What follows belongs to an exercise in optimizing a design on an open flow for small area; a production flow would make more cautious choices. The RTL was checked by simulation tests, not by an equivalence proof against the original design. Power is estimated from default activity; no workload was simulated.

===== flow/config.mk =====
export PLATFORM = sky130hd
export DESIGN_NAME = processor
export DESIGN_NICKNAME = processor
export VERILOG_FILES = /design/flow/design.v
export SDC_FILE = /design/flow/constraint.sdc
export NUM_CORES = 4
export LEC_CHECK = 0
export ABC_AREA = 1
export CAP_MARGIN = 20
export CORE_MARGIN = 2
export CORE_UTILIZATION = 40
export SLEW_MARGIN = 20

===== flow/constraint.sdc =====
create_clock -name core_clock -period 7.0 [get_ports {clock_i}]
set_input_delay 1.4000 -clock core_clock [delete_from_list [all_inputs] [get_ports {clock_i}]]
set_output_delay 1.4000 -clock core_clock [all_outputs]
set_load 0.01 [all_outputs]

===== flow/design.v =====
`default_nettype none
package pipe_pkg;
    localparam int XLEN  = 32;   
    localparam int REG_W = 5;    
endpackage
`default_nettype wire
`timescale 1ns/1ns
`default_nettype none
import pipe_pkg::*;
module processor (
    input  wire logic             clock_i,
    input  wire logic             reset_i,
    output logic [XLEN-1:0]       imem_addr_o,
    input  wire logic [XLEN-1:0]  imem_data_i,
    output logic [XLEN-1:0]       dmem_addr_o,
    output logic [XLEN-1:0]       dmem_wdata_o,
    output logic                  dmem_wren_o,
    input  wire logic [XLEN-1:0]  dmem_rdata_i,
    output logic                  rf_write_en_o,
    output logic [REG_W-1:0]      rf_write_reg_o,
    output logic [XLEN-1:0]       rf_write_data_o,
    output logic [REG_W-1:0]      rf_read_reg_a_o,
    output logic [REG_W-1:0]      rf_read_reg_b_o,
    input  wire logic [XLEN-1:0]  rf_read_data_a_i,
    input  wire logic [XLEN-1:0]  rf_read_data_b_i
);
    localparam logic [1:0] S_E = 2'd0;
    localparam logic [1:0] S_W = 2'd1;
    localparam logic [1:0] S_P = 2'd2;
    logic [1:0]  st_q;
    logic [31:0] pc_q;
    logic [31:0] r_q;     
    logic [1:0]  cnt_q;   
    logic        cy_q;    
    logic        ne_q;    
    logic        lt_q;    
    logic        tk_q;    
    logic        jmp_q;   
    logic [4:0] opc, fn, shamt, rd, rs, rt;
    logic       is_rtype, is_j, is_bne, is_blt, is_addi, is_sw, is_lw;
    logic       is_shift, right, use_imm, sub;
    assign opc   = imem_data_i[31:27];
    assign rd    = imem_data_i[26:22];
    assign rs    = imem_data_i[21:17];
    assign rt    = imem_data_i[16:12];
    assign shamt = imem_data_i[11:7];
    assign fn    = imem_data_i[6:2];
    assign is_rtype = (opc == 5'd0);
    assign is_j     = (opc == 5'd1);
    assign is_bne   = (opc == 5'd2);
    assign is_addi  = (opc == 5'd5);
    assign is_blt   = (opc == 5'd6);
    assign is_sw    = (opc == 5'd7);
    assign is_lw    = (opc == 5'd8);
    assign is_shift = is_rtype && (fn == 5'd4 || fn == 5'd5);
    assign right    = (fn == 5'd5);
    assign use_imm  = is_addi || is_sw || is_lw;
    assign sub      = (is_rtype && fn == 5'd1) || is_bne || is_blt;
    assign imem_addr_o     = pc_q;
    assign rf_read_reg_a_o = rs;
    assign rf_read_reg_b_o = is_shift ? rs : (is_rtype ? rt : rd);
    logic [1:0] dig;
    logic       first, fill;
    logic [3:0] hi_idx, lo_idx;
    logic [2:0] fsh;
    logic [7:0] d_hi, d_lo;
    assign dig   = ~cnt_q;   
    assign first = (cnt_q == 2'b11);
    assign fill  = is_shift && right && rf_read_data_a_i[31];
    always_comb begin
        if (!is_shift) begin
            hi_idx = {2'b00, dig};
            fsh    = 3'd0;
        end else if (right) begin
            hi_idx = {2'b00, dig} + {2'b00, shamt[4:3]} + 4'd1;
            fsh    = shamt[2:0];
        end else begin
            hi_idx = {2'b00, dig} - {2'b00, shamt[4:3]} + {3'd0, shamt[2:0] == 3'd0};
            fsh    = -shamt[2:0];
        end
        lo_idx = is_shift ? hi_idx - 4'd1 : {2'b00, dig};
    end
    always_comb begin
        if (hi_idx[3:2] != 2'b00) d_hi = {8{fill}};
        else                      d_hi = rf_read_data_a_i[{hi_idx[1:0], 3'b000} +: 8];
        if (lo_idx[3:2] != 2'b00) d_lo = {8{fill}};
        else                      d_lo = rf_read_data_b_i[{lo_idx[1:0], 3'b000} +: 8];
    end
    logic [15:0] pair;
    logic [7:0]  win;
    assign pair = {d_hi, d_lo} >> fsh;
    assign win  = pair[7:0];
    logic [7:0] b_imm, a_d, b_raw, b_d, sum_d;
    logic       cin, cout;
    always_comb begin
        case (dig)
            2'd0: b_imm = imem_data_i[7:0];
            2'd1: b_imm = imem_data_i[15:8];
            2'd2: b_imm = {{7{imem_data_i[16]}}, imem_data_i[16]};
            default: b_imm = {8{imem_data_i[16]}};
        endcase
    end
    always_comb begin
        if (st_q == S_P) begin
            a_d   = jmp_q ? 8'd0 : pc_q[7:0];
            b_raw = tk_q ? r_q[7:0] : 8'd0;
            b_d   = b_raw;
            cin   = first ? !jmp_q : cy_q;
        end else begin
            a_d   = d_hi;
            b_raw = use_imm ? b_imm : d_lo;
            b_d   = b_raw ^ {8{sub}};
            cin   = first ? sub : cy_q;
        end
    end
    assign {cout, sum_d} = {1'b0, a_d} + {1'b0, b_d} + {8'd0, cin};
    logic [7:0] alu_d;
    always_comb begin
        if (is_rtype && st_q == S_E) begin
            case (fn)
                5'd0, 5'd1: alu_d = sum_d;
                5'd2:       alu_d = a_d & b_d;
                5'd3:       alu_d = a_d | b_d;
                5'd4, 5'd5: alu_d = win;
                default:    alu_d = 8'd0;
            endcase
        end else begin
            alu_d = sum_d;
        end
    end
    logic dne, ne_all, lt_ab;
    assign dne    = (a_d != b_raw);
    assign ne_all = ne_q || dne;
    assign lt_ab  = (a_d[7] ^ b_raw[7]) ? a_d[7] : sum_d[7];   
    always_ff @(posedge clock_i) begin
        case (st_q)
            S_E: begin
                r_q   <= {alu_d, r_q[31:8]};
                cy_q  <= cout;
                ne_q  <= !first && ne_all || first && dne;
                lt_q  <= ne_all && !lt_ab;
                cnt_q <= cnt_q - 2'd1;
                if (cnt_q == 2'd0) st_q <= S_W;
            end
            S_W: begin
                r_q   <= is_j ? {5'd0, imem_data_i[26:0]} : {{15{imem_data_i[16]}}, imem_data_i[16:0]};
                tk_q  <= is_j || (is_bne && ne_q) || (is_blt && lt_q);
                jmp_q <= is_j;
                cnt_q <= 2'd3;
                st_q  <= S_P;
            end
            default: begin   
                pc_q  <= {sum_d, pc_q[31:8]};
                r_q   <= {sum_d, r_q[31:8]};
                cy_q  <= cout;
                cnt_q <= cnt_q - 2'd1;
                if (cnt_q == 2'd0) st_q <= S_E;
            end
        endcase
        if (reset_i) begin
            st_q  <= S_P;
            cnt_q <= 2'd3;
            tk_q  <= 1'b0;
            jmp_q <= 1'b1;
        end
    end
    assign rf_write_reg_o  = rd;
    assign rf_write_data_o = is_lw ? dmem_rdata_i : r_q;
    assign rf_write_en_o   = (st_q == S_W) && rd != 5'd0 && (is_rtype || is_addi || is_lw);
    assign dmem_addr_o     = r_q;
    assign dmem_wdata_o    = rf_read_data_b_i;
    assign dmem_wren_o     = (st_q == S_W) && is_sw;
endmodule
`default_nettype wire

===== flow/run.sh =====
#!/bin/bash
# synth_recipe.tcl (not shown) runs the flow's synth.tcl, then flattens the netlist and writes it again
# the make line also repeats each setting of config.mk as NAME=value (left out here)
make -C /OpenROAD-flow-scripts/flow DESIGN_CONFIG=/design/flow/config.mk WORK_HOME=/design/flow/orfs CLKGATE_MAP_FILE= SYNTH_SCRIPT=/design/flow/synth_recipe.tcl finish

==> reports/qor.yml, run 1 <==
critical_path:
  critical_path_buf_inv_count: 4
  path_max_fanout: 9
  cpLargestDelayFamily: "simple AND/OR/NAND/NOR gates"
  end_kind: "register"
  slowest_stage: "clkdlybuf4s50_1"
  crit_path_frequent_cell: "nand2_1"
  crit_required_ps: 7280
  max_stage_delay_ps: 520
  crit_arrival_ps: 6690
  crit_path_start_kind: "input port"
  crit_type: "in -> reg"
global_route:
  grt_usage_pct: 26.6
  antenna_found_initial: 0
  grt-ovfl-total: 0
  first_global_vias: 6959
  grt_pass1_wl_um: 36800
  grt_max_degree: 42
routing:
  drt_pre_antenna_iters: 5
  wl_per_cell_um: 16.8
  num_vias: 7131
  ant_nets: 0
  drc: 0
  drt-initial-drc-count: 589
  vias_per_cell: 5.15
  wl_um: 23300
pwr:
  vdd_drop_max_v: 0.000125
  leakagePower_nw: 4.33
  power_per_cell_area_mw_per_mm2: 183
layout:
  area_delta_synth_final_pct: 44.8
  final_common_cell: "nand2_1"
  nNetsFinal: 1325
  fin_area_mm2: 0.00945
  antenna-diode-count: 0
  final_cell_mix: "283 x nand2_1, 274 x clkdlybuf4s50_1, 132 x nand3_1, 116 x inv_1, 37 x dfxtp_1"
  fin_util_pct: 59.3
  layout-drive-gt1-share_pct: 8.55
floorplan:
  core-area_mm2: 0.0159
  die_h_um: 132
  die_x_um: 132
  io_pins: 275
  die_area_mm2: 0.0174
  fp-row-count: 46
  initial_core_util_pct: 40.9
clocking:
  postCtsSetupBuffers: 0
  cts_hold_buf: 0
  h-tree-depth: 3
  clk_pin_slew_ps: 60
  cts_num_sinks: 73
  cts_resized: 0
  cts_buffers: 9
  root_buffer: "clkbuf_16"
  cts_tree: "built"
  insertion_delay_ps: 340
  cts_buffer_depth: 2
flow_run:
  drv_cap: 0
timing:
  fmaxAchievable_mhz: 156
  finalHoldViolations: 0
  period_share_pct: 91.5
  finClkSkew_ps: 5.83
  worst_slack_ps: 595
  tightest_slew_ps: 921
  period_minus_slack_ps: 6410
  rsz0062_at_grt: "no"
  setup_viol_count_final: 0
  setup_tns_ps: 0
  max-slew-margin-rel_pct: 38.6
  slew_viol_final: 0
logic_synthesis:
  syn_nets: 1100
  synth_cells: 940
  synth-seq-cells: 73
  seq_area_frac_synth_pct: 27.8
  yosys.cell_types.count: 50
  avgSynthCellArea_um2: 6.94
  syn_area_mm2: 0.00653
  yosys_warnings: 1
placed_design:
  port-buffer-count: 274
  pre_cts_ws_ps: 302
  dpl.hpwl_um: 19100
  routabilityCongestion: 0.946
  dpl_cell_area_mm2: 0.00914
status:
  run_status: "timing/DRC/antenna clean"
hold_path:
  hp-class: "reg -> reg"
==> flip-flops by register name (all words and copies together), names as in the netlist <==
name,cells
lt_q,1
pc_q,32
ne_q,1
r_q,32
tk_q,1
cy_q,1
jmp_q,1
st_q,2
cnt_q,2
==> per-stage QoR <==
| step | cells | power, mW | hold slack (ps) |
|---|---|---|---|
| 2_1_floorplan | 940 | 0.890 | 425 |
| 3_3_place_gp | 1370 | 1.27 | 428 |
| 3_5_place_dp | 1370 | 1.27 | 433 |
| 4_1_cts | 1386 | 1.74 | 446 |
| 5_1_grt | 1386 | 1.82 | 450 |
| 6_report | 1386 | 1.73 | 446 |
==> cell type report <==
| class | count | area [um^2] |
|---|---|---|
| sequential | 73 | 1810 |
| fill | 1533 | 6490 |
| timing repair buffer | 284 | 2820 |
| clock inverter | 4 | 28.8 |
| inverter | 127 | 482 |
| clock buffer | 12 | 279 |
| tap | 216 | 270 |
| multi-input combinational | 670 | 3760 |
==> power by group <==
group          total (mW)  internal (mW)  switching, mW
logic               0.667          0.353          0.314
registers           0.594          0.532         0.0624
clock network       0.470          0.285          0.185
==> layer usage <==
layer | up-vias | global-route usage, % | share of wire, %
met1 | 3250 | 33.7 | 42
met5 | - | 0 | 0
met2 | 344 | 46.7 | 49
met3 | 19 | 6.25 | 8.3
li1 | 3518 | - | -
met4 | 0 | 5.07 | 1.0
==> worst reg2reg max path, delay by kind of cell (launching register included) <==
kind / cells / cell delay [ps]
DFF: 1 / 460
AOI/OAI and AO/OA: 8 / 1020
xor gates and xnor gates: 1 / 340
adders and majority gates: 5 / 1490
buffers and inverters: 3 / 330
and+or+nand+nor: 17 / 1630
==> final timing paths <==
check | startpoint | endpoint | slack [ps] | cells past startpoint
max | imem_data_i[8] | r_q[31] | 590 | 36
min | pc_q[21] | pc_q[13] | 450 | 0
max reg2reg | cnt_q[0] | r_q[31] | 1670 | 34
min reg2reg | pc_q[21] | pc_q[13] | 450 | 0
==> Yosys cell counts (all sizes together) <==
master	n	area, um^2
edfxtp	35	1050
a21o	1	7.51
o22ai	1	6.26
clkbuf	17	63.8
a221o	3	30.0
nand3	146	816
ha	26	325
o21ai	36	195
a311oi	1	8.76
nor2	40	201
nand4	8	50.1
nand2	290	1130
clkinv	3	11.3
nand3b	2	15.0
a31oi	9	62.6
a221oi	3	26.3
a21oi	22	114
buf	53	410
o21bai	3	22.5
xor2	7	61.3
o221ai	5	43.8
fa	4	80.1
or2	3	18.8
o211ai	18	135
a41oi	1	8.76
dfxtp	38	761
nor3	9	50.1
nor4	1	6.26
a21boi	1	7.51
inv	124	470
xnor2	1	8.76
mux2	29	327
==> cells by family after synthesis <==
group,count (synthesis),synth area share [%]
AOI/OAI and AO/OA,104,10.2
xor gates and xnor gates,8,1.07
and+or+nand+nor,499,35.1
DFF,73,27.8
adders and majority gates,30,6.21
muxes,29,5.00
buffers and inverters,197,14.6
==> run 2: changes to the inputs <==
==> flow/flow/run.sh (new file) <==
#!/bin/bash
# Own layout flow: the standard flow (standard.sh), with two changes to
# how the layout is made:
#  - ABC maps the logic for area alone (abc_area.script beside this file),
#    leaving timing to OpenROAD's repair after placement;
#  - the port buffers placed on every input and output are buf_1 cells.
# Every tool's output goes to the log files ORFS writes under orfs/logs, and
# standard.sh's own output to standard.log in the work folder.
set -euo pipefail
W=$(pwd)
rm -rf "$W/scripts"
cp -r "$FLOW_HOME/scripts" "$W/scripts"
cp "$W/flow/abc_area.script" "$W/scripts/abc_area.script"
export SCRIPTS_DIR="$W/scripts"
export BUFFER_PORTS_ARGS="-buffer_cell sky130_fd_sc_hd__buf_1"
bash standard.sh > "$W/standard.log" 2>&1
==> flow/flow/abc_area.script (new file) <==
strash
dch
amap
topo
stime -c
==> flow/standard.sh (new file) <==
#!/bin/bash
# synth_recipe.tcl (not shown) runs the flow's synth.tcl, then flattens the netlist and writes it again
# the make line also repeats each setting of config.mk as NAME=value (left out here)
make -C /OpenROAD-flow-scripts/flow DESIGN_CONFIG=/design/flow/config.mk WORK_HOME=/design/flow/orfs CLKGATE_MAP_FILE= SYNTH_SCRIPT=/design/flow/synth_recipe.tcl "${@:-finish}"
removed: flow/run.sh
==> run 2 against run 1 <==
  * Clock skew is 2.7 ps higher
  * Critical path depth shrank 4
  * Non-clock buffer count up 46
  * Core utilization down 4.5 points
  * Area after synthesis fell by 16%
  * Combinational power down 29%
  * Synthesized cell count fell by 25%
  * Sequential share of layout area grew 5.7 points
  * Die area down 16%
  * Clock power rose by 3%
  * Worst hold slack lost 5.1 ps
  * Register-to-register slack worse by 630 ps
==> reports/qor.yml, run 2 <==
clocking:
  root_buffer: "clkbuf_16"
  cts_num_sinks: 73
  cts_tree: "built"
  cts_buffer_depth: 2
  clk_pin_slew_ps: 60
  insertion_delay_ps: 340
  cts_hold_buf: 0
  h-tree-depth: 3
  cts_buffers: 9
flow_run:
  drv_cap: 0
routing:
  met1_length_um: 8410
  wl_per_cell_um: 17.1
  drc: 0
  wl_met2_um: 10000
  wl_met3_um: 1530
  vias_per_cell: 5.51
  dr.max_layer_used: "met4"
  drt-initial-drc-count: 345
  drt_pre_antenna_iters: 6
  wl_um: 20300
  ant_nets: 0
  num_vias: 6534
critical_path:
  crit_arrival_ps: 6800
  end_kind: "register"
  reg2reg_slack_ps: 1040
  critical_path_buf_inv_count: 7
  cpLargestDelayFamily: "compound AO/OA/AOI/OAI gates"
  rr_startpoint: "cnt_q[0]"
  path_max_fanout: 5
  slowest_stage: "fa_1"
  crit_type: "in -> reg"
  crit_required_ps: 7210
  max_stage_delay_ps: 460
  crit_path_start_kind: "input port"
  r2r.worst_path.cells: 31
  crit_path_frequent_cell: "ha_1"
  r2r_end: "r_q[30]"
  critPathLaunch: "imem_data_i[10]"
timing:
  setup_tns_ps: 0
  worst_slack_ps: 407
  setup_viol_count_final: 0
  max-slew-margin-rel_pct: 43.3
  slew_viol_final: 0
  finClkSkew_ps: 8.58
  finalHoldViolations: 0
  tightest_slew_ps: 845
  whs_ps: 440
  fmaxAchievable_mhz: 152
  period_minus_slack_ps: 6590
  period_share_pct: 94.2
layout:
  final_cell_mix: "273 x buf_1, 104 x clkinv_1, 78 x nand2_1, 76 x nor2_1, 72 x o21ai_0"
  layout-drive-gt1-share_pct: 10.2
  largestRegisters: "pc_q x32, r_q x32"
  area_delta_synth_final_pct: 33.0
  fin_cells: 1185
  final_common_cell: "buf_1"
  nNetsFinal: 1163
floorplan:
  die_x_um: 121
  io_pins: 275
  die_area_mm2: 0.0146
  initial_core_util_pct: 41.2
  fp-row-count: 42
  core-area_mm2: 0.0133
  die_h_um: 121
placed_design:
  dpl.hpwl_um: 16100
  routabilityCongestion: 0.937
  port-buffer-count: 274
  post-place-cells: 1166
  pre_cts_ws_ps: -218
logic_synthesis:
  syn_nets: 865
  synthTopCellsByCount: "110 x clkinv_1, 80 x nor2_1, 78 x nand2_1"
  async_reset_ff_share_pct: 0
  syn_area_mm2: 0.00547
  yosys_most_used_dff: "dfxtp_1"
  synth_top_area_cell: "edfxtp_1"
  yosys.cell_types.count: 41
  synth_top_area_share_pct: 19.2
  synth-seq-cells: 73
  yosys_warnings: 1
  post-synth-top-count-cell: "clkinv_1"
  synth_edf_count: 35
  avgSynthCellArea_um2: 7.76
  seq_area_frac_synth_pct: 33.1
  synthTopCellsByArea: "edfxtp_1 19%, dfxtp_1 14%, clkinv_1 7.5%"
  synth_cells: 705
global_route:
  antenna_found_initial: 0
  first_global_vias: 5941
  grt_usage_pct: 27.0
  grt-ovfl-total: 0
  grt_max_degree: 64
  grt_pass1_wl_um: 30500
pwr:
  total_power_mw: 1.53
  pwr-share-clk_pct: 31.5
  power_switching_mw: 0.530
  power_per_cell_area_mw_per_mm2: 210
  combPwrFrac_pct: 30.8
  switching_share_pct: 34.6
  leakagePower_nw: 2.54
  vdd_drop_max_v: 0.000120
  seqPwrFrac_pct: 37.7
  p_int_mw: 1.00
hold_path:
  whs_path_depth: 0
  worst_hold_path.endpoint: "pc_q[2]"
  hp-class: "reg -> reg"
  worstHoldStart: "pc_q[10]"
status:
  run_status: "timing/DRC/antenna clean"
==> run 2: through the flow <==
stage                     util, %  area (um^2)
after global placement       51.6         6850
after CTS                    53.9         7170
after detailed placement     51.6         6850
after global routing         54.7         7270
final                        54.7         7280
after floorplan                 -         5520
==> run 2: what timing repair did <==
action,in CTS,in global routing
setup endpoints to repair,0,9
setup buffers,0,2
resized for setup,0,31
==> run 2: power groups by stage <==
stage,registers (mW),clock network (mW),logic (mW)
floorplan,0.611,0,0.236
global placement,0.585,0,0.458
detailed placement,0.587,0,0.458
CTS,0.579,0.490,0.461
global route,0.586,0.507,0.519
finish,0.577,0.482,0.471
==> run 2: final cells by class <==
class / count / area [um^2]
Multi-Input combinational cell: 479 / 3050
Clock buffer: 12 / 289
Inverter: 110 / 420
Tap cell: 176 / 220
Sequential cell: 73 / 1810
Timing Repair Buffer: 330 / 1450
Antenna cell: 1 / 2.50
Clock inverter: 4 / 28.8
Fill cell: 1351 / 6020
==> run 2: logic make-up (layout without fill, tap and decap cells) <==
| logic type | Yosys count | in the layout | share of synthesized area (%) |
|---|---|---|---|
| fa+ha+maj | 30 | 30 | 7.41 |
| simple gates | 183 | 183 | 13.4 |
| compound gates | 265 | 265 | 32.5 |
| xor+xnor | 1 | 1 | 0.160 |
| buf+inv | 153 | 456 | 13.4 |
| other cells | 0 | 1 | 0 |
| flops | 73 | 73 | 33.1 |
==> run 2: layer usage <==
layer  GRT usage (%)  up-vias
li1                -     3171
met1            34.0     3012
met2            48.0      322
met3            3.62       29
met4            7.56        0
met5               0        -
==> run 2: worst max-delay path by stage <==
stage / endpoint / slack [ps] / depth (start not counted)
4_1_cts: r_q[30] / 110 / 32
5_1_grt: r_q[31] / -40 / 33
3_5_place_dp: r_q[30] / -220 / 32
3_3_place_gp: r_q[30] / 10 / 32
6_report: r_q[30] / 410 / 32
2_1_floorplan: r_q[30] / -30 / 31
==> run 3: changes to the inputs <==
--- a/flow/design.v
+++ b/flow/design.v
@@ -29,2 +29,3 @@
     localparam logic [1:0] S_P = 2'd2;
+    localparam logic [1:0] S_M = 2'd3;
     logic [1:0]  st_q;
@@ -35,3 +36,2 @@
     logic        ne_q;    
-    logic        lt_q;    
     logic        tk_q;    
@@ -131,3 +131,3 @@
     logic dne, ne_all, lt_ab;
-    assign dne    = (a_d != b_raw);
+    assign dne    = |sum_d;
     assign ne_all = ne_q || dne;
@@ -140,5 +140,10 @@
                 ne_q  <= !first && ne_all || first && dne;
-                lt_q  <= ne_all && !lt_ab;
+                tk_q  <= is_j || (is_bne && ne_all) || (is_blt && ne_all && !lt_ab);
+                jmp_q <= is_j;
                 cnt_q <= cnt_q - 2'd1;
-                if (cnt_q == 2'd0) st_q <= S_W;
+                if (cnt_q == 2'd0) st_q <= is_lw ? S_M : S_W;
+            end
+            S_M: begin
+                r_q   <= dmem_rdata_i;
+                st_q  <= S_W;
             end
@@ -146,4 +151,2 @@
                 r_q   <= is_j ? {5'd0, imem_data_i[26:0]} : {{15{imem_data_i[16]}}, imem_data_i[16:0]};
-                tk_q  <= is_j || (is_bne && ne_q) || (is_blt && lt_q);
-                jmp_q <= is_j;
                 cnt_q <= 2'd3;
@@ -167,3 +170,3 @@
     assign rf_write_reg_o  = rd;
-    assign rf_write_data_o = is_lw ? dmem_rdata_i : r_q;
+    assign rf_write_data_o = r_q;
     assign rf_write_en_o   = (st_q == S_W) && rd != 5'd0 && (is_rtype || is_addi || is_lw);
--- a/flow/flow/run.sh
+++ b/flow/flow/run.sh
@@ -15,2 +15,3 @@
 export BUFFER_PORTS_ARGS="-buffer_cell sky130_fd_sc_hd__buf_1"
+export ADDER_MAP_FILE=
 bash standard.sh > "$W/standard.log" 2>&1
==> flow/flow/abc_area.script (replaced) <==
strash
dc2
dc2
dch -f
amap
topo
stime -c
--- a/flow/config.mk
+++ b/flow/config.mk
@@ -11,2 +11,4 @@
 export CORE_UTILIZATION = 40
+export CTS_BUF_LIST = sky130_fd_sc_hd__clkbuf_4 sky130_fd_sc_hd__clkbuf_8
+export GPL_TIMING_DRIVEN = 0
 export SLEW_MARGIN = 20
==> run 3 against run 2 <==
  * Clock skew is 2.4 ps higher
  * Synthesized cell count fell by 8.5%
  * Power grew 2.0%
  * Global-route usage rose by 0.58 points
  * Critical path depth up 4
  * Clock power shrank 24%
  * Final cell count decreased by 4.1%
  * Combinational power increased by 22%
  * First-iteration DRC count decreased by 3.8%
  * Cell area is 2.2% lower
  * Die area shrank 6.3%
==> reports/qor.yml, run 3 <==
status:
  run_status: "timing/DRC/antenna clean"
logic_synthesis:
  seq_area_frac_synth_pct: 34.8
  synth_top_area_cell: "edfxtp_1"
  syn_nets: 775
  synthTopCellsByCount: "108 x nor2_1, 74 x buf_4, 64 x clkinv_1"
  yosys_warnings: 1
  yosys_most_used_dff: "dfxtp_1"
  synth_top_area_share_pct: 20.0
  avgSynthCellArea_um2: 7.93
  synth_cells: 645
  synthTopCellsByArea: "edfxtp_1 20%, dfxtp_1 15%, buf_4 11%"
  syn_area_mm2: 0.00511
  post-synth-top-count-cell: "nor2_1"
  async_reset_ff_share_pct: 0
  synth_edf_count: 34
  synth-seq-cells: 72
  yosys.cell_types.count: 40
timing:
  period_minus_slack_ps: 6680
  fmaxAchievable_mhz: 150
  max-slew-margin-rel_pct: 18.8
  whs_ps: 444
  finClkSkew_ps: 11.0
  slew_viol_final: 0
  worst_slack_ps: 320
  setup_viol_count_final: 0
  setup_tns_ps: 0
  finalHoldViolations: 0
  tightest_slew_ps: 1200
  period_share_pct: 95.4
critical_path:
  max_stage_delay_ps: 400
  crit_type: "in -> reg"
  crit_required_ps: 7240
  crit_path_start_kind: "input port"
  slowest_stage: "or3_4"
  crit_arrival_ps: 6920
  end_kind: "register"
  r2r_end: "tk_q"
  crit_cells: 36
  critPathLaunch: "imem_data_i[29]"
  reg2reg_slack_ps: 820
  r2r.worst_path.cells: 33
  path_max_fanout: 12
  cpLargestDelayFamily: "simple AND/OR/NAND/NOR gates"
  critical_path_buf_inv_count: 10
  cp-endpoint: "tk_q"
  rr_startpoint: "cnt_q[1]"
global_route:
  first_global_vias: 5483
  grt_usage_pct: 27.6
  grt-ovfl-total: 0
  grt_pass1_wl_um: 28700
  grt_max_degree: 31
  antenna_found_initial: 0
layout:
  final_common_cell: "buf_1"
  antenna-diode-count: 0
  final.fill_count: 1250
  nNetsFinal: 1089
  area_delta_synth_final_pct: 39.1
  fin_area_mm2: 0.00711
  layout-drive-gt1-share_pct: 18.3
  final_cell_mix: "272 x buf_1, 98 x buf_4, 92 x nor2_1, 58 x clkinv_1, 45 x o21ai_0"
  largestRegisters: "pc_q x32, r_q x32"
clocking:
  cts_buffers: 9
  insertion_delay_ps: 350
  cts_num_sinks: 72
  cts_buffer_depth: 2
  h-tree-depth: 3
  cts_tree: "built"
  root_buffer: "clkbuf_8"
  clk_pin_slew_ps: 80
floorplan:
  fp-row-count: 41
  die_area_mm2: 0.0137
  die_x_um: 117
  core-area_mm2: 0.0126
  die_h_um: 117
  initial_core_util_pct: 40.7
  io_pins: 275
pwr:
  leakagePower_nw: 2.56
  power_per_cell_area_mw_per_mm2: 219
  vdd_drop_max_v: 0.000160
  total_power_mw: 1.56
routing:
  drt-initial-drc-count: 332
  ant_nets: 0
  drt_pre_antenna_iters: 5
  vias_per_cell: 5.41
  wl_um: 20100
  drc: 0
  num_vias: 6143
  wl_per_cell_um: 17.7
flow_run:
  drv_cap: 0
placed_design:
  routabilityCongestion: 0.904
  pre_cts_ws_ps: -1790
  dpl_cell_area_mm2: 0.00646
  port-buffer-count: 274
  dpl.hpwl_um: 15500
hold_path:
  hp-class: "reg -> reg"
-- run 3: worst register-to-register path: cells and delay by family (launching register included) --
kind	cells	cell delay (ps)
flops	1	590
buf+inv	5	1060
simple gates	15	1960
compound gates	13	2490
-- run 3: cell type report --
cell class                      count  area [um^2]  area share, %
Buffer                             74          556           7.81
Clock buffer                       11          139           1.95
Clock inverter                      5         82.6           1.16
Inverter                           64          256           3.61
Multi-Input combinational cell    435         2810           39.5
Sequential cell                    72         1780           25.0
Tap cell                          172          215           3.03
Timing Repair Buffer              303         1270           17.9
-- run 3: logic make-up after synthesis --
family          synth area share, %
compound gates                 32.8
flops                          34.8
buf+inv                        15.6
simple gates                   16.9
-- run 3: through the flow --
stage / util (%) / std cells
2_1_floorplan: - / 645
3_3_place_gp: 51.0 / 1091
3_5_place_dp: 51.4 / 1093
4_1_cts: 54.2 / 1115
5_1_grt: 56.6 / 1136
6_report: 56.6 / 1136
-- run 3: where the power goes --
part | switching (mW) | internal, mW | leakage [nW]
clock network | 0.155 | 0.209 | 0.114
logic | 0.329 | 0.245 | 1.75
registers | 0.0730 | 0.550 | 0.702
-- run 3: worst min path at each step --
stage	endpoint	depth (start not counted)	startpoint
after detailed placement	pc_q[20]	0	pc_q[28]
after floorplan	jmp_q	1	jmp_q
after CTS	pc_q[12]	0	pc_q[20]
after global placement	pc_q[14]	0	pc_q[22]
after global routing	pc_q[20]	0	pc_q[28]
final	pc_q[12]	0	pc_q[20]
-- run 3: routing by layer --
layer	track usage, %	wire length [um]	vias up
met2	49.0	9860	288
met3	3.76	1310	35
met4	10.3	514	0
met5	0	0	-
met1	34.0	8370	2836
li1	-	-	2984
-- run 3: timing repair --
| item | CTS | global route |
|---|---|---|
| pin swaps | 6 | 21 |
| gates cloned | 0 | 0 |
| setup endpoints to repair | 14 | 6 |
| hold endpoints to repair | 0 | 0 |
| setup buffers | 6 | 20 |
| hold buffers | 0 | 0 |
| gates resized for setup | 23 | 43 |
==> run 4: changes to the inputs <==
--- a/flow/config.mk
+++ b/flow/config.mk
@@ -12,3 +12,4 @@
 export CTS_BUF_LIST = sky130_fd_sc_hd__clkbuf_4 sky130_fd_sc_hd__clkbuf_8
-export GPL_TIMING_DRIVEN = 0
+export CTS_CLUSTER_DIAMETER = 60
+export CTS_CLUSTER_SIZE = 25
 export SLEW_MARGIN = 20
==> run 4 against run 3 <==
  * Critical path depth rose by 3
  * Clock skew rose by 1.9 ps
  * First-iteration DRC count rose by 47%
==> reports/qor.yml, run 4 <==
floorplan:
  die_area_mm2: 0.0137
  io_pins: 275
  initial_core_util_pct: 40.7
  fp-row-count: 41
  core-area_mm2: 0.0126
  die_x_um: 117
  die_h_um: 117
logic_synthesis:
  avgSynthCellArea_um2: 7.93
  yosys_most_used_dff: "dfxtp_1"
  syn_area_mm2: 0.00511
  yosys_warnings: 1
  post-synth-top-count-cell: "nor2_1"
  synth_top_area_cell: "edfxtp_1"
  yosys.cell_types.count: 40
  synth_cells: 645
  syn_nets: 775
  async_reset_ff_share_pct: 0
  seq_area_frac_synth_pct: 34.8
  synth_top_area_share_pct: 20.0
  synthTopCellsByCount: "108 x nor2_1, 74 x buf_4, 64 x clkinv_1"
  synth_edf_count: 34
  synth-seq-cells: 72
  synthTopCellsByArea: "edfxtp_1 20%, dfxtp_1 15%, buf_4 11%"
global_route:
  grt_usage_pct: 27.8
  grt_pass1_wl_um: 28500
  grt_max_degree: 51
  grt-ovfl-total: 0
  antenna_found_initial: 0
  first_global_vias: 5373
layout:
  final_common_cell: "buf_1"
  largestRegisters: "pc_q x32, r_q x32"
  fin_util_pct: 51.2
  layout-drive-gt1-share_pct: 9.92
  area_delta_synth_final_pct: 25.8
  final_cell_mix: "273 x buf_1, 98 x nor2_1, 58 x clkinv_1, 48 x o21ai_0, 43 x o22ai_1"
  antenna-diode-count: 0
  fin_area_mm2: 0.00643
  nNetsFinal: 1022
placed_design:
  routabilityCongestion: 0.887
  dpl.hpwl_um: 15700
  port-buffer-count: 274
  dpl_cell_area_mm2: 0.00610
  pre_cts_ws_ps: -8.45
timing:
  whs_ps: 452
  fmaxAchievable_mhz: 155
  finalHoldViolations: 0
  period_minus_slack_ps: 6460
  setup_viol_count_final: 0
  worst_slack_ps: 543
  slew_viol_final: 0
  max-slew-margin-rel_pct: 27.5
  tightest_slew_ps: 1080
  finClkSkew_ps: 12.9
  period_share_pct: 92.2
status:
  run_status: "timing/DRC/antenna clean"
clocking:
  cts_buffer_depth: 2
  cts_num_sinks: 72
  clk_pin_slew_ps: 90
  h-tree-depth: 3
  insertion_delay_ps: 370
  root_buffer: "clkbuf_8"
  cts_hold_buf: 0
  cts_tree: "built"
  cts_buffers: 9
routing:
  drt_pre_antenna_iters: 6
  ant_nets: 0
  drt-initial-drc-count: 489
  wl_um: 19700
  num_vias: 5972
  wl_per_cell_um: 18.4
  vias_per_cell: 5.59
  drc: 0
pwr:
  pwr-share-clk_pct: 21.4
  power_per_cell_area_mw_per_mm2: 221
  switching_share_pct: 39.0
  seqPwrFrac_pct: 43.9
  combPwrFrac_pct: 34.7
  vdd_drop_max_v: 0.000136
  leakagePower_nw: 2.17
  p_int_mw: 0.866
  power_switching_mw: 0.554
critical_path:
  slowest_stage: "or3_4"
  crit_type: "in -> reg"
  max_stage_delay_ps: 390
  crit_required_ps: 7260
  crit_arrival_ps: 6720
  end_kind: "register"
  crit_path_frequent_cell: "nand2_1"
  path_max_fanout: 11
  crit_path_start_kind: "input port"
flow_run:
  drv_cap: 0
hold_path:
  hp-class: "reg -> reg"
==> run 4: power by group through the flow <==
| stage | logic (mW) | registers, mW | clock network (mW) |
|---|---|---|---|
| floorplan | 0.291 | 0.658 | 0 |
| global placement | 0.480 | 0.628 | 0 |
| detailed placement | 0.476 | 0.633 | 0 |
| CTS | 0.479 | 0.624 | 0.309 |
| global route | 0.543 | 0.635 | 0.322 |
| finish | 0.493 | 0.623 | 0.304 |
==> run 4: worst max-delay path: cells and delay by family <==
family	cells	cell delay [ps]
buffers and inverters	7	970
AOI/OAI and AO/OA	9	1490
and+or+nand+nor	23	2820
==> run 4: worst paths after layout <==
kind | end | cells after the start | slack, ps | startpoint
worst max-delay path | tk_q | 39 | 540 | imem_data_i[28]
worst max register to register | tk_q | 37 | 970 | cnt_q[1]
worst min register to register | pc_q[13] | 0 | 450 | pc_q[21]
worst min-delay path | pc_q[13] | 0 | 450 | pc_q[21]
==> run 4: final cells by class <==
type | instances | area, um^2
clock buffers | 10 | 131
clock inverters | 6 | 42.5
fillers | 1333 | 6130
inverters | 64 | 248
multi-input cells | 435 | 2720
flip-flops and latches | 72 | 1780
well taps | 172 | 215
repair buffers | 310 | 1300
==> run 4: repair_timing <==
| item | in CTS | in global routing |
|---|---|---|
| setup buffers | 0 | 5 |
| gates resized for setup | 0 | 37 |
| endpoints found under the setup margin | 0 | 3 |
==> run 4: metal layers <==
| metal | share of wire (%) | global-route usage [%] | wire [um] |
|---|---|---|---|
| met2 | 51 | 50.4 | 9970 |
| met1 | 41 | 34.6 | 8120 |
| met5 | 0 | 0 | 0 |
| met4 | 1.7 | 8.71 | 342 |
| met3 | 6.5 | 3.19 | 1290 |
==> run 4: stage by stage <==
stage	total power, mW	instances	TNS, ps
after floorplan	0.949	645	0
after global placement	1.11	1048	0
after detailed placement	1.11	1048	-8.45
after CTS	1.41	1064	0
after global routing	1.50	1069	-46.7
final	1.42	1069	0
==> run 4: cell families (layout without fill, tap and decap cells) <==
family / after synthesis / after routing / share of synthesized area, %
flip-flops: 72 / 72 / 34.8
AND/OR/NAND/NOR: 199 / 199 / 16.9
AO/OA/AOI/OAI: 236 / 236 / 32.8
buffers and inverters: 138 / 390 / 15.6
==> run 5: changes to the inputs <==
--- a/flow/config.mk
+++ b/flow/config.mk
@@ -11,5 +11,2 @@
 export CORE_UTILIZATION = 40
-export CTS_BUF_LIST = sky130_fd_sc_hd__clkbuf_4 sky130_fd_sc_hd__clkbuf_8
-export CTS_CLUSTER_DIAMETER = 60
-export CTS_CLUSTER_SIZE = 25
 export SLEW_MARGIN = 20
==> run 5 against run 4 <==
  * Synthesized cell count did not move
  * Core utilization rose by 0.76 points
  * Area after synthesis unchanged
  * Cell area grew 1.5%
  * Routed wire length grew 0.19%
==> reports/qor.yml, run 5 <==
clocking:
  cts_buffers: 9
  cts_hold_buf: 0
  root_buffer: "clkbuf_16"
  cts_num_sinks: 72
  insertion_delay_ps: 340
  cts_tree: "built"
  cts_buffer_depth: 2
  h-tree-depth: 3
  clk_pin_slew_ps: 60
layout:
  antenna-diode-count: 0
  final_cell_mix: "273 x buf_1, 98 x nor2_1, 58 x clkinv_1, 47 x o21ai_0, 43 x o22ai_1"
  nNetsFinal: 1021
  area_delta_synth_final_pct: 27.6
  fin_area_mm2: 0.00653
  layout-drive-gt1-share_pct: 9.60
  largestRegisters: "pc_q x32, r_q x32"
  fin_cells: 1068
  seq_area_mm2: 0.00178
  multi_input_area_mm2: 0.00272
  final.fill_count: 1319
  final_common_cell: "buf_1"
global_route:
  antenna_found_initial: 0
  grt_pass1_wl_um: 28500
  first_global_vias: 5367
  grt-ovfl-total: 0
  grt_usage_pct: 27.8
  grt_max_degree: 51
timing:
  finClkSkew_ps: 8.81
  finalHoldViolations: 0
  setup_tns_ps: 0
  slew_viol_final: 0
  period_minus_slack_ps: 6440
  max-slew-margin-rel_pct: 29.0
  fmaxAchievable_mhz: 155
  setup_viol_count_final: 0
  period_share_pct: 92.1
  tightest_slew_ps: 1050
critical_path:
  slowest_stage: "or3_4"
  crit_path_frequent_cell: "nand2_1"
  critical_path_buf_inv_count: 7
  crit_required_ps: 7230
  crit_path_start_kind: "input port"
  reg2reg_slack_ps: 1030
  max_stage_delay_ps: 390
  r2r.worst_path.cells: 38
  rr_startpoint: "cnt_q[1]"
  cpLargestDelayFamily: "simple AND/OR/NAND/NOR gates"
  end_kind: "register"
  crit_arrival_ps: 6670
  crit_type: "in -> reg"
  r2r_end: "tk_q"
  path_max_fanout: 12
floorplan:
  die_x_um: 117
  core-area_mm2: 0.0126
  die_h_um: 117
  io_pins: 275
  die_area_mm2: 0.0137
  fp-row-count: 41
  initial_core_util_pct: 40.7
placed_design:
  dpl.hpwl_um: 15700
  routabilityCongestion: 0.887
  post-place-cells: 1048
  dpl_cell_area_mm2: 0.00610
  port-buffer-count: 274
logic_synthesis:
  yosys_warnings: 1
  async_reset_ff_share_pct: 0
  yosys.cell_types.count: 40
  syn_nets: 775
  synth_cells: 645
  synth_edf_count: 34
  synth-seq-cells: 72
  synthTopCellsByCount: "108 x nor2_1, 74 x buf_4, 64 x clkinv_1"
  synth_top_area_cell: "edfxtp_1"
  syn_area_mm2: 0.00511
  synth_top_area_share_pct: 20.0
  seq_area_frac_synth_pct: 34.8
  yosys_most_used_dff: "dfxtp_1"
  avgSynthCellArea_um2: 7.93
  synthTopCellsByArea: "edfxtp_1 20%, dfxtp_1 15%, buf_4 11%"
  post-synth-top-count-cell: "nor2_1"
routing:
  drt_pre_antenna_iters: 5
  drc: 0
  ant_nets: 0
  wl_per_cell_um: 18.5
  num_vias: 6037
  drt-initial-drc-count: 442
  wl_um: 19800
  vias_per_cell: 5.65
status:
  run_status: "timing/DRC/antenna clean"
hold_path:
  hp-class: "reg -> reg"
  worst_hold_path.endpoint: "pc_q[7]"
  worstHoldStart: "pc_q[15]"
  whs_path_depth: 0
pwr:
  power_per_cell_area_mw_per_mm2: 236
  total_power_mw: 1.54
  leakagePower_nw: 2.21
  vdd_drop_max_v: 0.000137
flow_run:
  drv_cap: 0
[run 5: cell counts after synthesis]
Identical to the previous run, type by type.
[run 5: worst register-to-register path: cells and delay by family, from the launching register on]
kind / cells / cell delay [ps]
buf+inv: 3 / 640
compound gates: 13 / 2350
simple gates: 22 / 2290
flops: 1 / 590
[run 5: stage by stage]
| stage | hold slack [ps] | utilization, % | worst slack (ps) |
|---|---|---|---|
| after floorplan | 436 | - | 44.2 |
| after global placement | 430 | 48.5 | 143 |
| after detailed placement | 437 | 48.5 | -8.45 |
| after CTS | 450 | 50.7 | 307 |
| after global routing | 459 | 51.9 | -85.0 |
| final | 450 | 51.9 | 555 |
[run 5: report_power, final]
group          internal (mW)  total (mW)  leakage (nW)  switching, mW
registers              0.551       0.624         0.702         0.0732
clock network          0.241       0.425         0.129          0.184
logic                  0.182       0.494          1.37          0.311
[run 5: area by class of cell]
class	instances	share of cell area, %
flip-flops and latches	72	27.3
clock inverters	6	0.652
inverters	64	3.81
multi-input cells	435	41.6
well taps	172	3.30
repair buffers	309	19.9
clock buffers	10	3.51
[run 5: what timing repair did]
action / in CTS / in global routing
setup endpoints to repair: 0 / 4
resized for setup: 0 / 39
buffers inserted: 0 / 4
[run 5: kinds of logic after synthesis]
group	share of synthesized area (%)
DFF	34.8
buffers and inverters	15.6
AOI/OAI and AO/OA	32.8
and+or+nand+nor	16.9
[run 5: routing by layer]
metal / vias up / track usage, % / part of all wire [%]
met3: 27 / 3.09 / 6.6
met4: 0 / 8.31 / 1.7
met5: - / 0 / 0
met2: 304 / 50.7 / 51
li1: 2863 / - / -
met1: 2843 / 34.6 / 41
[run 5: worst max-delay path by stage]
stage | startpoint | to | slack, ps | cells after the start
CTS | imem_data_i[28] | tk_q | 310 | 41
detailed placement | imem_data_i[28] | tk_q | -8 | 41
floorplan | imem_data_i[29] | tk_q | 40 | 40
global route | imem_data_i[6] | tk_q | -80 | 40
finish | imem_data_i[28] | tk_q | 560 | 40
global placement | imem_data_i[28] | tk_q | 140 | 41
==> run 6: changes to the inputs <==
--- a/flow/config.mk
+++ b/flow/config.mk
@@ -11,2 +11,5 @@
 export CORE_UTILIZATION = 40
+export CTS_BUF_LIST = sky130_fd_sc_hd__clkbuf_2 sky130_fd_sc_hd__clkbuf_4 sky130_fd_sc_hd__clkbuf_8
+export CTS_CLUSTER_DIAMETER = 100
+export CTS_CLUSTER_SIZE = 40
 export SLEW_MARGIN = 20
==> run 6 against run 5 <==
  * Area after synthesis unchanged
  * Sequential power about the same
  * Routed wire length is 0.19% lower
  * Critical endpoint unchanged
  * Largest cell class unchanged
  * Highest routed layer unchanged
==> reports/qor.yml, run 6 <==
status:
  run_status: "timing/DRC/antenna clean"
clocking:
  cts_num_sinks: 72
  cts_buffer_depth: 2
  cts_buffers: 9
  cts_hold_buf: 0
  root_buffer: "clkbuf_8"
  clk_pin_slew_ps: 90
  insertion_delay_ps: 370
  cts_tree: "built"
  h-tree-depth: 3
layout:
  fin_cells: 1069
  antenna-diode-count: 0
  area_delta_synth_final_pct: 25.8
  nNetsFinal: 1022
  largestRegisters: "pc_q x32, r_q x32"
  final.fill_count: 1333
  seq_area_mm2: 0.00178
  final_cell_mix: "273 x buf_1, 98 x nor2_1, 58 x clkinv_1, 48 x o21ai_0, 43 x o22ai_1"
  multi_input_area_mm2: 0.00272
  final_common_cell: "buf_1"
  fin_area_mm2: 0.00643
  layout-drive-gt1-share_pct: 9.92
critical_path:
  critPathLaunch: "imem_data_i[28]"
  slowest_stage: "or3_4"
  path_max_fanout: 11
  crit_path_frequent_cell: "nand2_1"
  crit_type: "in -> reg"
  crit_cells: 39
  crit_path_start_kind: "input port"
  cp-endpoint: "tk_q"
  max_stage_delay_ps: 390
  crit_arrival_ps: 6720
  critical_path_buf_inv_count: 7
  r2r_end: "tk_q"
  rr_startpoint: "cnt_q[1]"
  r2r.worst_path.cells: 37
  crit_required_ps: 7260
  reg2reg_slack_ps: 970
  cpLargestDelayFamily: "simple AND/OR/NAND/NOR gates"
  end_kind: "register"
placed_design:
  port-buffer-count: 274
  post-place-cells: 1048
  dpl_cell_area_mm2: 0.00610
  routabilityCongestion: 0.887
  dpl.hpwl_um: 15700
global_route:
  grt-ovfl-total: 0
  antenna_found_initial: 0
  grt_util_met2_pct: 50.4
  grt_pass1_wl_um: 28500
  met1_usage_pct: 34.6
  grt_busiest_layer: "met2"
  grt_max_degree: 51
  grt_use_met3_pct: 3.19
  grt_usage_pct: 27.8
  first_global_vias: 5373
logic_synthesis:
  synthTopCellsByArea: "edfxtp_1 20%, dfxtp_1 15%, buf_4 11%"
  synthTopCellsByCount: "108 x nor2_1, 74 x buf_4, 64 x clkinv_1"
  synth_edf_count: 34
  yosys.area_share.simple_pct: 16.9
  yosys-mux-area-fraction_pct: 0
  yosys_warnings: 1
  syn_nets: 775
  synth_top_area_cell: "edfxtp_1"
  yosys.cell_types.count: 40
  synth_top_family_by_area: "compound AO/OA/AOI/OAI gates"
  synth_xor_area_share_pct: 0
  synth_cells: 645
  syn_area_mm2: 0.00511
  yosys_most_used_dff: "dfxtp_1"
  synth-seq-cells: 72
  avgSynthCellArea_um2: 7.93
  synth-compound-area-share_pct: 32.8
  post-synth-top-count-cell: "nor2_1"
  async_reset_ff_share_pct: 0
  seq_area_frac_synth_pct: 34.8
  synth_top_area_share_pct: 20.0
  yosys.area_share.adder_pct: 0
timing:
  period_minus_slack_ps: 6460
  finClkSkew_ps: 12.9
  setup_tns_ps: 0
  slew_viol_final: 0
  finalHoldViolations: 0
  max-slew-margin-rel_pct: 27.5
  period_share_pct: 92.2
  tightest_slew_ps: 1080
  setup_viol_count_final: 0
  fmaxAchievable_mhz: 155
floorplan:
  die_area_mm2: 0.0137
  die_x_um: 117
  fp-row-count: 41
  initial_core_util_pct: 40.7
  io_pins: 275
  die_h_um: 117
  core-area_mm2: 0.0126
pwr:
  power_per_cell_area_mw_per_mm2: 221
  leakagePower_nw: 2.17
  vdd_drop_max_v: 0.000136
  total_power_mw: 1.42
routing:
  drt-initial-drc-count: 489
  drt_pre_antenna_iters: 6
  vias_per_cell: 5.59
  drc: 0
  wl_per_cell_um: 18.4
  wl_um: 19700
  num_vias: 5972
  ant_nets: 0
flow_run:
  drv_cap: 0
hold_path:
  hp-class: "reg -> reg"
-- run 6: worst reg2reg max path: cells and delay by family (launching register included) --
kind                   cells  cell delay [ps]
buffers and inverters      4              840
AND/OR/NAND/NOR           20             2360
AO/OA/AOI/OAI             13             2140
flip-flops                 1              590
-- run 6: what timing repair did --
action | in CTS | in global routing
buffers inserted | 0 | 5
gates resized for setup | 0 | 37
endpoints found under the setup margin | 0 | 3
-- run 6: cell families after synthesis --
logic type             after synthesis
AOI/OAI and AO/OA                  236
buffers and inverters              138
and+or+nand+nor                    199
DFF                                 72
-- run 6: how the worst min path moves through the flow --
stage | startpoint | end | slack (ps) | depth (start not counted)
5_1_grt | pc_q[21] | pc_q[13] | 460 | 0
3_3_place_gp | pc_q[22] | pc_q[14] | 430 | 0
2_1_floorplan | jmp_q | jmp_q | 440 | 1
6_report | pc_q[21] | pc_q[13] | 450 | 0
4_1_cts | pc_q[21] | pc_q[13] | 450 | 0
3_5_place_dp | pc_q[21] | pc_q[13] | 440 | 0
-- run 6: where the power goes --
part / total (mW) / switching [mW] / internal, mW / leakage, nW
combinational: 0.493 / 0.310 / 0.183 / 1.38
clock: 0.304 / 0.170 / 0.134 / 0.0865
sequential: 0.623 / 0.0738 / 0.550 / 0.702
total: 1.42 / 0.554 / 0.866 / 2.17
-- run 6: final cells by class --
| class | count | area share (%) |
|---|---|---|
| Tap cell | 172 | 3.34 |
| Timing Repair Buffer | 310 | 20.2 |
| Sequential cell | 72 | 27.7 |
| Multi-Input combinational cell | 435 | 42.2 |
| Inverter | 64 | 3.85 |
| Clock inverter | 6 | 0.661 |
| Clock buffer | 10 | 2.04 |
-- run 6: routing by layer --
metal,up-vias,part of all wire (%)
met5,-,0
met3,27,6.5
met1,2792,41
li1,2861,-
met2,292,51
met4,0,1.7
-- run 6: through the flow --
stage | setup WS (ps) | hold WS, ps | utilization [%]
2_1_floorplan | 44.2 | 436 | -
3_3_place_gp | 143 | 430 | 48.5
3_5_place_dp | -8.45 | 437 | 48.5
4_1_cts | 340 | 453 | 49.9
5_1_grt | -46.7 | 465 | 51.2
6_report | 543 | 452 | 51.2
==> run 7: changes to the inputs <==
--- a/flow/flow/run.sh
+++ b/flow/flow/run.sh
@@ -16,2 +16,3 @@
 export ADDER_MAP_FILE=
+export CTS_ARGS="-sink_clustering_enable -repair_clock_nets -buf_list sky130_fd_sc_hd__clkbuf_4 -root_buf sky130_fd_sc_hd__clkbuf_16"
 bash standard.sh > "$W/standard.log" 2>&1
--- a/flow/config.mk
+++ b/flow/config.mk
@@ -11,5 +11,2 @@
 export CORE_UTILIZATION = 40
-export CTS_BUF_LIST = sky130_fd_sc_hd__clkbuf_2 sky130_fd_sc_hd__clkbuf_4 sky130_fd_sc_hd__clkbuf_8
-export CTS_CLUSTER_DIAMETER = 100
-export CTS_CLUSTER_SIZE = 40
 export SLEW_MARGIN = 20
==> run 7 against run 6 <==
  * Non-clock buffer count shrank 1
  * Worst setup slack gained 23 ps
  * Sequential share of layout area shrank 0.42 points
  * Area after synthesis is the same
  * Die area is the same
  * Still clean
  * Critical endpoint unchanged
  * Maximum frequency grew 0.36%
  * Core utilization grew 0.79 points
  * Clock-buffer cell count is the same
  * Global-route usage is essentially flat
  * Final cell count is essentially flat
==> reports/qor.yml, run 7 <==
timing:
  worst_slack_ps: 566
  setup_tns_ps: 0
  finClkSkew_ps: 7.96
  max-slew-margin-rel_pct: 29.1
  fmaxAchievable_mhz: 155
  setup_viol_count_final: 0
  slew_viol_final: 0
  whs_ps: 450
  period_minus_slack_ps: 6430
  finalHoldViolations: 0
  period_share_pct: 91.9
  tightest_slew_ps: 1050
layout:
  final_cell_mix: "273 x buf_1, 98 x nor2_1, 58 x clkinv_1, 47 x o21ai_0, 43 x o22ai_1"
  area_delta_synth_final_pct: 27.7
  layout-drive-gt1-share_pct: 9.71
  multi_input_area_mm2: 0.00272
  largestRegisters: "pc_q x32, r_q x32"
  final_common_cell: "buf_1"
  antenna-diode-count: 0
  final.fill_count: 1319
  nNetsFinal: 1021
  seq_area_mm2: 0.00178
hold_path:
  hp-class: "reg -> reg"
critical_path:
  slowest_stage: "or3_4"
  end_kind: "register"
  max_stage_delay_ps: 380
  path_max_fanout: 12
  crit_path_start_kind: "input port"
  crit_type: "in -> reg"
  crit_path_frequent_cell: "nand2_1"
  crit_arrival_ps: 6660
  crit_required_ps: 7230
  reg2reg_slack_ps: 1060
logic_synthesis:
  syn_nets: 775
  synth_edf_count: 34
  synth_top_area_share_pct: 20.0
  synthTopCellsByArea: "edfxtp_1 20%, dfxtp_1 15%, buf_4 11%"
  synth-seq-cells: 72
  seq_area_frac_synth_pct: 34.8
  post-synth-top-count-cell: "nor2_1"
  syn_area_mm2: 0.00511
  synth_cells: 645
  yosys.cell_types.count: 40
  avgSynthCellArea_um2: 7.93
  async_reset_ff_share_pct: 0
  yosys_warnings: 1
  synth_top_area_cell: "edfxtp_1"
  synthTopCellsByCount: "108 x nor2_1, 74 x buf_4, 64 x clkinv_1"
  yosys_most_used_dff: "dfxtp_1"
routing:
  num_vias: 5997
  vias_per_cell: 5.62
  drt_pre_antenna_iters: 5
  drt-initial-drc-count: 493
  drc: 0
  ant_nets: 0
  wl_per_cell_um: 18.5
  wl_um: 19800
floorplan:
  die_area_mm2: 0.0137
  fp-row-count: 41
  io_pins: 275
  core-area_mm2: 0.0126
  initial_core_util_pct: 40.7
  die_x_um: 117
  die_h_um: 117
pwr:
  leakagePower_nw: 2.21
  power_per_cell_area_mw_per_mm2: 237
  vdd_drop_max_v: 0.000138
clocking:
  root_buffer: "clkbuf_16"
  insertion_delay_ps: 340
  cts_num_sinks: 72
  cts_tree: "built"
  cts_buffer_depth: 2
  clk_pin_slew_ps: 60
  cts_buffers: 9
  h-tree-depth: 3
global_route:
  grt-ovfl-total: 0
  first_global_vias: 5370
  antenna_found_initial: 0
  grt_pass1_wl_um: 28500
  grt_usage_pct: 27.8
  grt_max_degree: 51
placed_design:
  routabilityCongestion: 0.887
  dpl.hpwl_um: 15700
  pre_cts_ws_ps: -8.45
  port-buffer-count: 274
status:
  run_status: "timing/DRC/antenna clean"
flow_run:
  drv_cap: 0
-- run 7: cell types whose count changed in the layout (fill, tap and decap cells not counted), sizes merged --
cell,previous run,this run
buf,309,308
clkinv,63,62
inv,4,5
-- run 7: kinds of logic after synthesis --
kind of cell	synth area share (%)
buffers and inverters	15.6
AOI/OAI and AO/OA	32.8
DFF	34.8
and+or+nand+nor	16.9
-- run 7: path summary, 6_finish.rpt --
| path | cells past startpoint | from | endpoint |
|---|---|---|---|
| hold / removal | 0 | pc_q[15] | pc_q[7] |
| setup reg to reg | 35 | cnt_q[1] | tk_q |
| setup / recovery | 40 | imem_data_i[28] | tk_q |
| hold reg to reg | 0 | pc_q[15] | pc_q[7] |
-- run 7: area by class of cell --
class | instances | share of cell area [%]
multi-input combinational | 435 | 41.6
sequential | 72 | 27.3
timing repair buffer | 309 | 19.8
inverter | 64 | 3.81
clock buffer | 10 | 3.56
tap | 172 | 3.29
clock inverter | 6 | 0.651
-- run 7: layer usage --
layer  up-vias  GRT usage (%)  share of wire [%]  routed length, um
li1       2863              -                  -                  -
met1      2793           34.6                 41               8040
met2       314           50.7                 50               9950
met3        27           3.09                7.2               1430
met4         0           8.31                1.8                348
met5         -              0                  0                  0
-- run 7: worst max-delay path: cells and delay by family --
family / cells / cell delay, ps
simple gates: 24 / 2820
buf+inv: 7 / 810
compound gates: 9 / 1610
-- run 7: timing repair --
item | 4_1_cts | 5_1_grt
endpoints found under the setup margin | 0 | 4
buffers inserted | 0 | 4
gates resized for setup | 0 | 39
hold buffers | 0 | 0
-- run 7: power by group --
| group | internal, mW | leakage (nW) | switching, mW | total [mW] |
|---|---|---|---|---|
| registers | 0.551 | 0.702 | 0.0736 | 0.624 |
| clock network | 0.245 | 0.133 | 0.185 | 0.430 |
| logic | 0.182 | 1.37 | 0.310 | 0.492 |
-- run 7: per-stage QoR --
step           cell area [um^2]  power (mW)  instances  utilization (%)
6_report                   6530        1.55       1068             52.0
4_1_cts                    6370        1.54       1064             50.7
3_5_place_dp               6100        1.11       1048             48.5
3_3_place_gp               6100        1.11       1048             48.5
5_1_grt                    6530        1.63       1068             52.0
2_1_floorplan              5170       0.949        645                -
==> run 8: changes to the inputs <==
--- a/flow/flow/run.sh
+++ b/flow/flow/run.sh
@@ -16,3 +16,2 @@
 export ADDER_MAP_FILE=
-export CTS_ARGS="-sink_clustering_enable -repair_clock_nets -buf_list sky130_fd_sc_hd__clkbuf_4 -root_buf sky130_fd_sc_hd__clkbuf_16"
 bash standard.sh > "$W/standard.log" 2>&1
--- a/flow/config.mk
+++ b/flow/config.mk
@@ -10,3 +10,4 @@
 export CORE_MARGIN = 2
-export CORE_UTILIZATION = 40
+export CORE_UTILIZATION = 65
+export CTS_BUF_LIST = sky130_fd_sc_hd__clkbuf_8
 export SLEW_MARGIN = 20
==> run 8 against run 7 <==
  * Still clean on timing, DRC and antenna
  * Register-to-register slack got worse by 350 ps
  * First-iteration DRC count grew 51%
  * Final cell count decreased by 7.2%
  * Worst hold slack worse by 1.5 ps
  * Sequential power about the same
  * Global-route usage rose by 12 points
  * Clock-buffer cell count down 1
  * Die area shrank 37%
  * Critical endpoint unchanged
==> reports/qor.yml, run 8 <==
logic_synthesis:
  yosys_warnings: 1
  syn_nets: 775
  synthTopCellsByArea: "edfxtp_1 20%, dfxtp_1 15%, buf_4 11%"
  synth_top_area_cell: "edfxtp_1"
  avgSynthCellArea_um2: 7.93
  synthTopCellsByCount: "108 x nor2_1, 74 x buf_4, 64 x clkinv_1"
  post-synth-top-count-cell: "nor2_1"
  yosys.cell_types.count: 40
  seq_area_frac_synth_pct: 34.8
  yosys_most_used_dff: "dfxtp_1"
  async_reset_ff_share_pct: 0
  synth-seq-cells: 72
  synth_top_area_share_pct: 20.0
  synth_edf_count: 34
  syn_area_mm2: 0.00511
  synth_cells: 645
pwr:
  leakagePower_nw: 2.12
  vdd_drop_max_v: 0.000200
  power_per_cell_area_mw_per_mm2: 231
layout:
  largestRegisters: "pc_q x32, r_q x32"
  final_cell_mix: "274 x buf_1, 99 x nor2_1, 61 x clkinv_1, 47 x o21ai_0, 44 x o22ai_1"
  nNetsFinal: 1014
  final_common_cell: "buf_1"
  layout-drive-gt1-share_pct: 8.44
  fin_cells: 991
  area_delta_synth_final_pct: 23.2
  antenna-diode-count: 0
global_route:
  first_global_vias: 5588
  grt_usage_pct: 40.3
  grt_pass1_wl_um: 27300
  antenna_found_initial: 0
  grt-ovfl-total: 0
  grt_max_degree: 51
timing:
  worst_slack_ps: 279
  slew_viol_final: 0
  max-slew-margin-rel_pct: 29.6
  tightest_slew_ps: 1040
  period_share_pct: 96.0
  finClkSkew_ps: 12.4
  period_minus_slack_ps: 6720
  setup_tns_ps: 0
  fmaxAchievable_mhz: 149
  whs_ps: 448
  finalHoldViolations: 0
  setup_viol_count_final: 0
placed_design:
  dpl.hpwl_um: 13900
  port-buffer-count: 274
  post-place-cells: 973
  pre_cts_ws_ps: -229
  routabilityCongestion: 1.04
hold_path:
  worst_hold_path.endpoint: "pc_q[4]"
  hp-class: "reg -> reg"
  whs_path_depth: 0
  worstHoldStart: "pc_q[12]"
clocking:
  cts_tree: "built"
  root_buffer: "clkbuf_8"
  cts_buffers: 9
  cts_num_sinks: 72
  cts_buffer_depth: 2
  clk_pin_slew_ps: 90
  h-tree-depth: 3
  cts_hold_buf: 0
  insertion_delay_ps: 370
routing:
  num_vias: 6366
  wl_met3_um: 2170
  met1_length_um: 6490
  drt_pre_antenna_iters: 7
  wl_um: 18400
  vias_per_cell: 6.42
  wl_met2_um: 8870
  ant_nets: 0
  drc: 0
  wl_per_cell_um: 18.6
  dr.max_layer_used: "met4"
  drt-initial-drc-count: 743
floorplan:
  die_h_um: 92.7
  die_area_mm2: 0.00859
  io_pins: 275
  die_x_um: 92.7
  initial_core_util_pct: 66.5
  fp-row-count: 32
  core-area_mm2: 0.00769
critical_path:
  crit_type: "in -> reg"
  critical_path_buf_inv_count: 6
  reg2reg_slack_ps: 710
  crit_arrival_ps: 6980
  crit_path_frequent_cell: "nand2_1"
  max_stage_delay_ps: 400
  r2r_end: "tk_q"
  cpLargestDelayFamily: "simple AND/OR/NAND/NOR gates"
  path_max_fanout: 8
  slowest_stage: "or3_4"
  crit_required_ps: 7260
  rr_startpoint: "cnt_q[1]"
  end_kind: "register"
  crit_path_start_kind: "input port"
  r2r.worst_path.cells: 39
status:
  run_status: "timing/DRC/antenna clean"
flow_run:
  drv_cap: 0
-- run 8: worst register-to-register path: cells and delay by family (launching register included) --
| kind | cells | cell delay, ps |
|---|---|---|
| AO/OA/AOI/OAI | 14 | 2370 |
| buffers and inverters | 3 | 680 |
| flip-flops | 1 | 570 |
| AND/OR/NAND/NOR | 22 | 2530 |
-- run 8: cells by family after synthesis --
family	count (synthesis)	synth area share, %
AO/OA/AOI/OAI	236	32.8
buffers and inverters	138	15.6
flip-flops	72	34.8
AND/OR/NAND/NOR	199	16.9
-- run 8: layout make-up --
class                   instances  area, um^2
clock inverters                 7        62.6
clock buffers                   9         124
flip-flops and latches         72        1780
fillers                       522        1380
inverters                      64         246
multi-input cells             435        2720
well taps                     102         128
repair buffers                302        1240
-- run 8: where the power goes --
group          leakage (nW)  switching (mW)  internal (mW)
Sequential            0.702          0.0778          0.550
Clock                0.0863           0.193          0.136
Combinational          1.33           0.318          0.179
-- run 8: worst max-delay path by stage --
stage | end | slack, ps | from | cells past startpoint
finish | tk_q | 280 | imem_data_i[29] | 42
global route | tk_q | -110 | imem_data_i[28] | 42
CTS | tk_q | 110 | imem_data_i[29] | 39
detailed placement | tk_q | -230 | imem_data_i[29] | 39
global placement | tk_q | 110 | imem_data_i[29] | 42
floorplan | tk_q | 40 | imem_data_i[29] | 40
-- run 8: repair_timing --
item,in CTS,in global routing
buffers inserted,0,2
resized for setup,0,33
endpoints found under the setup margin,0,5
-- run 8: routing by layer --
metal  vias to the layer above  track usage (%)
li1                       2828                -
met1                      2918             48.6
met2                       526             68.2
met3                        94             8.30
met4                         0             20.8
met5                         -                0
-- run 8: per-stage QoR --
step / utilization [%] / instance area [um^2] / power [mW]
after floorplan: - / 5170 / 0.949
final: 82.0 / 6300 / 1.45
after global routing: 82.0 / 6300 / 1.51
after detailed placement: 77.7 / 5970 / 1.10
after CTS: 80.1 / 6160 / 1.42
after global placement: 77.7 / 5970 / 1.09
==> run 9: changes to the inputs <==
==> flow/flow/abc_area.script (replaced) <==
strash
&get -n
&deepsyn -T 20
&put
dch -f
amap
topo
stime -c
--- a/flow/config.mk
+++ b/flow/config.mk
@@ -10,3 +10,3 @@
 export CORE_MARGIN = 2
-export CORE_UTILIZATION = 65
+export CORE_UTILIZATION = 40
 export CTS_BUF_LIST = sky130_fd_sc_hd__clkbuf_8
==> run 9 against run 8 <==
  * Synthesized cell count is 4.0% lower
  * Final cell count is 7.8% higher
  * Largest cell class unchanged
  * Clock power fell by 12%
  * Worst hold slack barely moved
  * Worst setup slack gained 150 ps
  * Area after synthesis fell by 2.8%
==> reports/qor.yml, run 9 <==
layout:
  layout-drive-gt1-share_pct: 13.9
  largestRegisters: "pc_q x32, r_q x32"
  area_delta_synth_final_pct: 32.0
  nNetsFinal: 1025
routing:
  num_vias: 5901
  drc: 0
  drt_pre_antenna_iters: 8
  vias_per_cell: 5.53
  drt-initial-drc-count: 441
  ant_nets: 0
  wl_per_cell_um: 18.6
  wl_um: 19800
placed_design:
  dpl.hpwl_um: 16500
  dpl_cell_area_mm2: 0.00631
  pre_cts_ws_ps: -158
global_route:
  antenna_found_initial: 0
  grt_util_met2_pct: 50.1
  grt_use_met3_pct: 3.77
  grt-ovfl-total: 0
  grt_busiest_layer: "met2"
  first_global_vias: 5420
  met1_usage_pct: 37.3
  grt_max_degree: 35
  grt_usage_pct: 28.9
logic_synthesis:
  avgSynthCellArea_um2: 8.03
  synth_edf_count: 34
  synth_cells: 619
  synth_top_area_cell: "edfxtp_1"
  syn_nets: 749
  synthTopCellsByArea: "edfxtp_1 21%, dfxtp_1 15%, buf_4 11%"
  synth-seq-cells: 72
  post-synth-top-count-cell: "nor2_1"
  yosys.cell_types.count: 40
  async_reset_ff_share_pct: 0
  yosys_most_used_dff: "dfxtp_1"
timing:
  slew_viol_final: 0
  fmaxAchievable_mhz: 152
  finalHoldViolations: 0
  tightest_slew_ps: 802
  setup_viol_count_final: 0
  worst_slack_ps: 431
  period_share_pct: 93.8
clocking:
  clk_pin_slew_ps: 80
  cts_buffers: 9
  cts_tree: "built"
  root_buffer: "clkbuf_8"
  insertion_delay_ps: 360
pwr:
  power_per_cell_area_mw_per_mm2: 245
  leakagePower_nw: 2.32
  combPwrFrac_pct: 40.2
  seqPwrFrac_pct: 41.7
  total_power_mw: 1.61
  power_switching_mw: 0.648
  switching_share_pct: 40.3
critical_path:
  crit_path_frequent_cell: "nor2_2"
  cpLargestDelayFamily: "compound AO/OA/AOI/OAI gates"
  path_max_fanout: 6
  max_stage_delay_ps: 390
  crit_type: "in -> reg"
  slowest_stage: "or3_4"
  end_kind: "register"
  crit_arrival_ps: 6810
  crit_required_ps: 7240
floorplan:
  initial_core_util_pct: 41.2
  die_x_um: 115
  core-area_mm2: 0.0121
  fp-row-count: 40
  io_pins: 275
  die_area_mm2: 0.0133
status:
  run_status: "timing/DRC/antenna clean"
hold_path:
  hp-class: "reg -> reg"
## run 9: changes by cell type after synthesis, sizes merged, moves of 11 or more
cell	delta
o22ai	-23
o221a	-17
a221oi	+14
clkinv	+13
o21ai	-13
a22oi	-11
## run 9: area by class of cell
type / count / area, um^2 / area share [%]
inverter: 77 / 313 / 4.76
clock inverter: 7 / 47.5 / 0.724
tap: 168 / 210 / 3.20
sequential: 72 / 1780 / 27.1
multi-input combinational: 396 / 2570 / 39.2
timing repair buffer: 339 / 1520 / 23.1
clock buffer: 9 / 124 / 1.89
## run 9: cell families after synthesis
kind of cell	share of synthesized area, %
AND/OR/NAND/NOR	16.7
buffers and inverters	17.0
AO/OA/AOI/OAI	30.4
flip-flops	35.8
## run 9: through the flow
step / utilization, % / instances
2_1_floorplan: - / 619
3_3_place_gp: 52.3 / 1048
3_5_place_dp: 52.3 / 1048
4_1_cts: 53.7 / 1064
5_1_grt: 54.4 / 1068
6_report: 54.4 / 1068
## run 9: worst paths after layout
check                           endpoint       startpoint  cells past startpoint
worst max register to register      tk_q         cnt_q[0]                     37
worst min register to register   pc_q[4]         pc_q[12]                      0
worst max-delay path                tk_q  imem_data_i[29]                     40
worst min-delay path             pc_q[4]         pc_q[12]                      0
## run 9: per-layer routing
layer  share of wire (%)  vias up
met4                 2.8        0
met3                 6.9       37
met2                  48      318
met5                   0        -
li1                    -     2812
met1                  42     2734
## run 9: power by group through the flow
stage | Clock [mW] | Sequential [mW] | Combinational (mW)
floorplan | 0 | 0.714 | 0.356
global placement | 0 | 0.673 | 0.634
detailed placement | 0 | 0.680 | 0.630
CTS | 0.297 | 0.672 | 0.634
global route | 0.313 | 0.684 | 0.702
finish | 0.291 | 0.671 | 0.646
## run 9: timing repair
item                                    4_1_cts  5_1_grt
hold buffers                                  0        0
gates resized for setup                       0       21
setup buffers                                 0        4
endpoints found under the setup margin        0        5

Setup slack of run 9, layout unchanged: 0.431 ns with ideal ports, 0.447 ns with driving cells assumed (clock clkbuf_16, inputs buf_2), 0.060 ns with port delays also shifted by the 0.388 ns mid clock arrival.
